Background: an optimization exercise with open tools, aiming at small area and a short achievable clock period. Do not read the settings as production practice. At most, simulation tests tie the RTL to the original design; equivalence was not proved. Power is estimated from default activity; no workload was simulated.

==> module lc3_mem_responder, before the edit <==
module lc3_mem_responder #(
    parameter int ADDR_W      = 8,
    parameter int WAIT_CYCLES = 2
) (
    input  logic        clk,
    input  logic        rst,
    input  logic        rd,
    input  logic        wr,
    input  logic [15:0] addr,
    input  logic [15:0] din,
    output logic [15:0] dout,
    output logic        complete,
    output logic        busy
);
    localparam int DEPTH = 1 << ADDR_W;
    localparam int PAIRS = DEPTH / 2;
    localparam int HI_N  = 16;           
    localparam int LO_N  = PAIRS / HI_N;  
    function automatic logic pol(input logic e, input logic [1:0] c);
        pol = e ? !(c[1] ^ c[0]) : c[1];
    endfunction
    logic busy_r, s1_r, s2_r, complete_r;
    logic accept_s, last_s;
    assign accept_s = !busy_r && (rd || wr);
    assign last_s   = busy_r && !s1_r && !s2_r;
    always_ff @(posedge clk or negedge rst) begin
        if (!rst) begin
            busy_r     <= 1'b0;
            s1_r       <= 1'b0;
            s2_r       <= 1'b0;
            complete_r <= 1'b0;
        end else begin
            busy_r     <= accept_s || s1_r || s2_r;
            s1_r       <= accept_s;
            s2_r       <= s1_r;
            complete_r <= last_s;
        end
    end
    logic [HI_N-1:0] rhi_r;
    logic [LO_N-1:0] rlo_r;
    logic            ra0_r;
    logic [15:0]     data_r;
    logic            op_rd_r;
    always_ff @(posedge clk) begin
        if (!busy_r) begin
            for (int g = 0; g < HI_N; g++) rhi_r[g] <= (addr[7:4] == 4'(g));
            for (int k = 0; k < LO_N; k++) rlo_r[k] <= (addr[3:1] == 3'(k));
            ra0_r   <= addr[0];
            data_r  <= din;
            op_rd_r <= rd;
        end
    end
    logic [3:0]      whi_r;
    logic [2:0]      wlo_r;
    logic            wa0_r;
    logic [15:0]     wdata_r;
    logic            wload_s;
    logic [3:0]      rhi_bin_s;
    logic [2:0]      rlo_bin_s;
    always_comb begin
        rhi_bin_s = '0;
        rlo_bin_s = '0;
        for (int g = 0; g < HI_N; g++) if (rhi_r[g]) rhi_bin_s = rhi_bin_s | 4'(g);
        for (int k = 0; k < LO_N; k++) if (rlo_r[k]) rlo_bin_s = rlo_bin_s | 3'(k);
    end
    logic            wvalid_r;
    assign wload_s = s2_r && !op_rd_r;
    always_ff @(posedge clk) begin
        if (wload_s) begin
            whi_r   <= rhi_bin_s;
            wlo_r   <= rlo_bin_s;
            wa0_r   <= ra0_r;
            wdata_r <= data_r;
        end
    end
    logic [1:0] cnt_r;
    logic       go1_r;
    logic       w2_r, w3_r, wlate_r;
    always_ff @(posedge clk or negedge rst) begin
        if (!rst) begin
            go1_r <= 1'b0;
        end else begin
            go1_r <= wload_s;
        end
    end
    always_ff @(posedge clk) begin
        cnt_r   <= cnt_r + 2'd1;
        w2_r    <= go1_r;
        w3_r    <= w2_r;
        wlate_r <= go1_r || w2_r || w3_r;
        if (go1_r) begin
            wvalid_r <= 1'b1;
        end else if (wload_s) begin
            wvalid_r <= 1'b0;
        end
    end
    logic [15:0] wdata_d;
    logic        wa0_d;
    logic [1:0]  cnt_nn;
    logic [15:0] colv_r;
    logic [15:0] col_s;
    assign wdata_d = wload_s ? data_r : wdata_r;
    assign wa0_d   = wload_s ? ra0_r : wa0_r;
    assign cnt_nn  = cnt_r + 2'd2;
    always_ff @(posedge clk) begin
        colv_r <= {16{wa0_d == cnt_nn[0]}} & ~(wdata_d ^ {16{pol(wa0_d, cnt_nn)}});
    end
    assign col_s = {16{go1_r || wlate_r}} & colv_r;
    logic [PAIRS-1:0] wsel_s;
    logic [PAIRS-1:0] rsel_s;
    lc3_mem_wsel_dec u_wsel (.hi(whi_r), .lo(wlo_r), .sel(wsel_s));
    lc3_mem_rsel_dec u_rsel (.hi(rhi_r), .lo(rlo_r), .sel(rsel_s));
    logic [15:0] mem_x [0:PAIRS-1];
    logic [15:0] mem_y [0:PAIRS-1];
    always_ff @(posedge clk) begin
        for (int m = 0; m < PAIRS; m++) begin
            mem_x[m] <= ~(mem_y[m] | ({16{wsel_s[m]}} & col_s));
            mem_y[m] <= mem_x[m];
        end
    end
    localparam int PARTS = 8;
    localparam int PER   = PAIRS / PARTS;
    logic [15:0] part_s [0:PARTS-1];
    always_comb begin
        for (int p = 0; p < PARTS; p++) begin
            part_s[p] = '0;
            for (int m = p * PER; m < (p + 1) * PER; m++) part_s[p] = part_s[p] | ({16{rsel_s[m]}} & mem_x[m]);
        end
    end
    logic [15:0] part_r [0:PARTS-1];
    logic        ppol_r;
    logic        fwd_r;
    always_ff @(posedge clk) begin
        for (int p = 0; p < PARTS; p++) part_r[p] <= part_s[p];
        ppol_r <= cnt_r[1];
        fwd_r  <= wvalid_r && (ra0_r == wa0_r) && rhi_r[whi_r] && rlo_r[wlo_r];
    end
    logic [15:0] rdata_s;
    always_comb begin
        rdata_s = '0;
        for (int p = 0; p < PARTS; p++) rdata_s = rdata_s | part_r[p];
    end
    logic [15:0] dout_one_s, dout_zero_s;
    assign dout_one_s  = fwd_r ? wdata_r : {16{!ppol_r}};
    assign dout_zero_s = fwd_r ? wdata_r : {16{ppol_r}};
    logic [15:0] dout_r;
    always_ff @(posedge clk) begin
        if (ra0_r != cnt_r[0]) begin
            for (int j = 0; j < 16; j++) dout_r[j] <= rdata_s[j] ? dout_one_s[j] : dout_zero_s[j];
        end
    end
    assign dout     = dout_r;
    assign complete = complete_r;
    assign busy     = busy_r;
endmodule
==> module lc3_mem_wsel_dec, before the edit <==
module lc3_mem_wsel_dec (
    input  logic [3:0]   hi,
    input  logic [2:0]   lo,
    output logic [127:0] sel
);
    always_comb begin
        for (int m = 0; m < 128; m++) sel[m] = (hi == 4'(m / 8)) && (lo == 3'(m % 8));
    end
endmodule
==> flow/config.mk <==
export PLATFORM = sky130hd
export DESIGN_NAME = lc3_mem_responder
export DESIGN_NICKNAME = lc3_mem_responder
export VERILOG_FILES = /design/flow/design.v
export SDC_FILE = /design/flow/constraint.sdc
export NUM_CORES = 4
export LEC_CHECK = 0
export CAP_MARGIN = 20
export CORE_MARGIN = 2
export CORE_UTILIZATION = 65
export CTS_CLUSTER_DIAMETER = 60
export CTS_CLUSTER_SIZE = 24
export SETUP_SLACK_MARGIN = 2.5
export SLEW_MARGIN = 20
export SYNTH_HIERARCHICAL = 1
export SYNTH_MEMORY_MAX_BITS = 8192
==> flow/constraint.sdc <==
create_clock -name core_clock -period 4.6 [get_ports {clk}]
set_input_delay 0.9200 -clock core_clock [delete_from_list [all_inputs] [get_ports {clk}]]
set_output_delay 0.9200 -clock core_clock [all_outputs]
set_load 0.01 [all_outputs]
run.sh (not shown) runs the stock make flow with config.mk's settings and CLKGATE_MAP_FILE= SYNTH_SCRIPT=/design/flow/synth_recipe.tcl, a recipe that flattens the netlist after the stock synthesis.
Then changed:
--- a/flow/design.v
+++ b/flow/design.v
@@ -105,29 +105,34 @@
     always_ff @(posedge clk) begin
         colv_r <= {16{wa0_d == cnt_nn[0]}} & ~(wdata_d ^ {16{pol(wa0_d, cnt_nn)}});
     end
     assign col_s = {16{go1_r || wlate_r}} & colv_r;
     logic [PAIRS-1:0] wsel_s;
     logic [PAIRS-1:0] rsel_s;
-    lc3_mem_wsel_dec u_wsel (.hi(whi_r), .lo(wlo_r), .sel(wsel_s));
+    always_comb begin
+        for (int m = 0; m < PAIRS; m++) wsel_s[m] = (whi_r == 4'(m / LO_N)) && (wlo_r == 3'(m % LO_N));
+    end
     lc3_mem_rsel_dec u_rsel (.hi(rhi_r), .lo(rlo_r), .sel(rsel_s));
     logic [15:0] mem_x [0:PAIRS-1];
     logic [15:0] mem_y [0:PAIRS-1];
     always_ff @(posedge clk) begin
         for (int m = 0; m < PAIRS; m++) begin
             mem_x[m] <= ~(mem_y[m] | ({16{wsel_s[m]}} & col_s));
             mem_y[m] <= mem_x[m];
         end
     end
     localparam int PARTS = 8;
     localparam int PER   = PAIRS / PARTS;
-    logic [15:0] part_s [0:PARTS-1];
+    logic [15:0]    part_s [0:PARTS-1];
+    logic [PER-1:0] term_s [0:PARTS-1][0:15];
     always_comb begin
         for (int p = 0; p < PARTS; p++) begin
-            part_s[p] = '0;
-            for (int m = p * PER; m < (p + 1) * PER; m++) part_s[p] = part_s[p] | ({16{rsel_s[m]}} & mem_x[m]);
+            for (int j = 0; j < 16; j++) begin
+                for (int i = 0; i < PER; i++) term_s[p][j][i] = rsel_s[p * PER + i] && mem_x[p * PER + i][j];
+                part_s[p][j] = |term_s[p][j];
+            end
         end
     end
     logic [15:0] part_r [0:PARTS-1];
     logic        ppol_r;
     logic        fwd_r;
     always_ff @(posedge clk) begin
@@ -137,33 +142,21 @@
     end
     logic [15:0] rdata_s;
     always_comb begin
         rdata_s = '0;
         for (int p = 0; p < PARTS; p++) rdata_s = rdata_s | part_r[p];
     end
-    logic [15:0] dout_one_s, dout_zero_s;
-    assign dout_one_s  = fwd_r ? wdata_r : {16{!ppol_r}};
-    assign dout_zero_s = fwd_r ? wdata_r : {16{ppol_r}};
     logic [15:0] dout_r;
     always_ff @(posedge clk) begin
         if (ra0_r != cnt_r[0]) begin
-            for (int j = 0; j < 16; j++) dout_r[j] <= rdata_s[j] ? dout_one_s[j] : dout_zero_s[j];
+            dout_r <= fwd_r ? wdata_r : (rdata_s ^ {16{ppol_r}});
         end
     end
     assign dout     = dout_r;
     assign complete = complete_r;
     assign busy     = busy_r;
-endmodule
-module lc3_mem_wsel_dec (
-    input  logic [3:0]   hi,
-    input  logic [2:0]   lo,
-    output logic [127:0] sel
-);
-    always_comb begin
-        for (int m = 0; m < 128; m++) sel[m] = (hi == 4'(m / 8)) && (lo == 3'(m % 8));
-    end
 endmodule
 module lc3_mem_rsel_dec (
     input  logic [15:0]  hi,
     input  logic [7:0]   lo,
     output logic [127:0] sel
 );
First-iteration DRC count shrinks by 1.2%.
Worst hold slack improves by 15 ps.
Clock power is about the same.
Die area decreases by 0.71%.
Via count shrinks by 1.5%.
Combinational power is about the same.
Cell count is lower by 1.1%.
Clock skew shrinks by 3.5 ps.
Global-route usage climbs by 0.12 points.
Register-to-register slack is better by 120 ps.
Power came out lower by 0.45%.
Utilization is lower by 0.67 points.
Design area fell by 1.2%.
The RTL of the first run of this note was laid out without a check of its function.

what the ideal ports hide:
In the flow no input, the clock included, has a driving cell. The finished layouts below were timed again as built, in two steps.
Step 1: set_driving_cell puts a clkbuf_16 on clk and a buf_2 on each other input, an assumption about the parent block.
Step 2 moves the port delays by t, midway between the first and last clock arrival at a register: inputs arrive t later, outputs are due t later. That takes back most of the time a late clock gives input paths.
Slacks: no drivers / after step 1 / after step 2; pairs: no drivers / after step 1.
| run | shift t [ns] | setup WS [ns] | worst setup path after step 2 | worst data-port slew with drivers (ns) |
|---|---|---|---|---|
| the first run | 0.959 | 1.818 / 1.734 / 2.179 | input to register | 0.11 |
| the second run | 0.972 | 2.213 / 2.126 / 2.324 | register to register | 0.09 |
After both steps setup and hold are still met in every run listed.
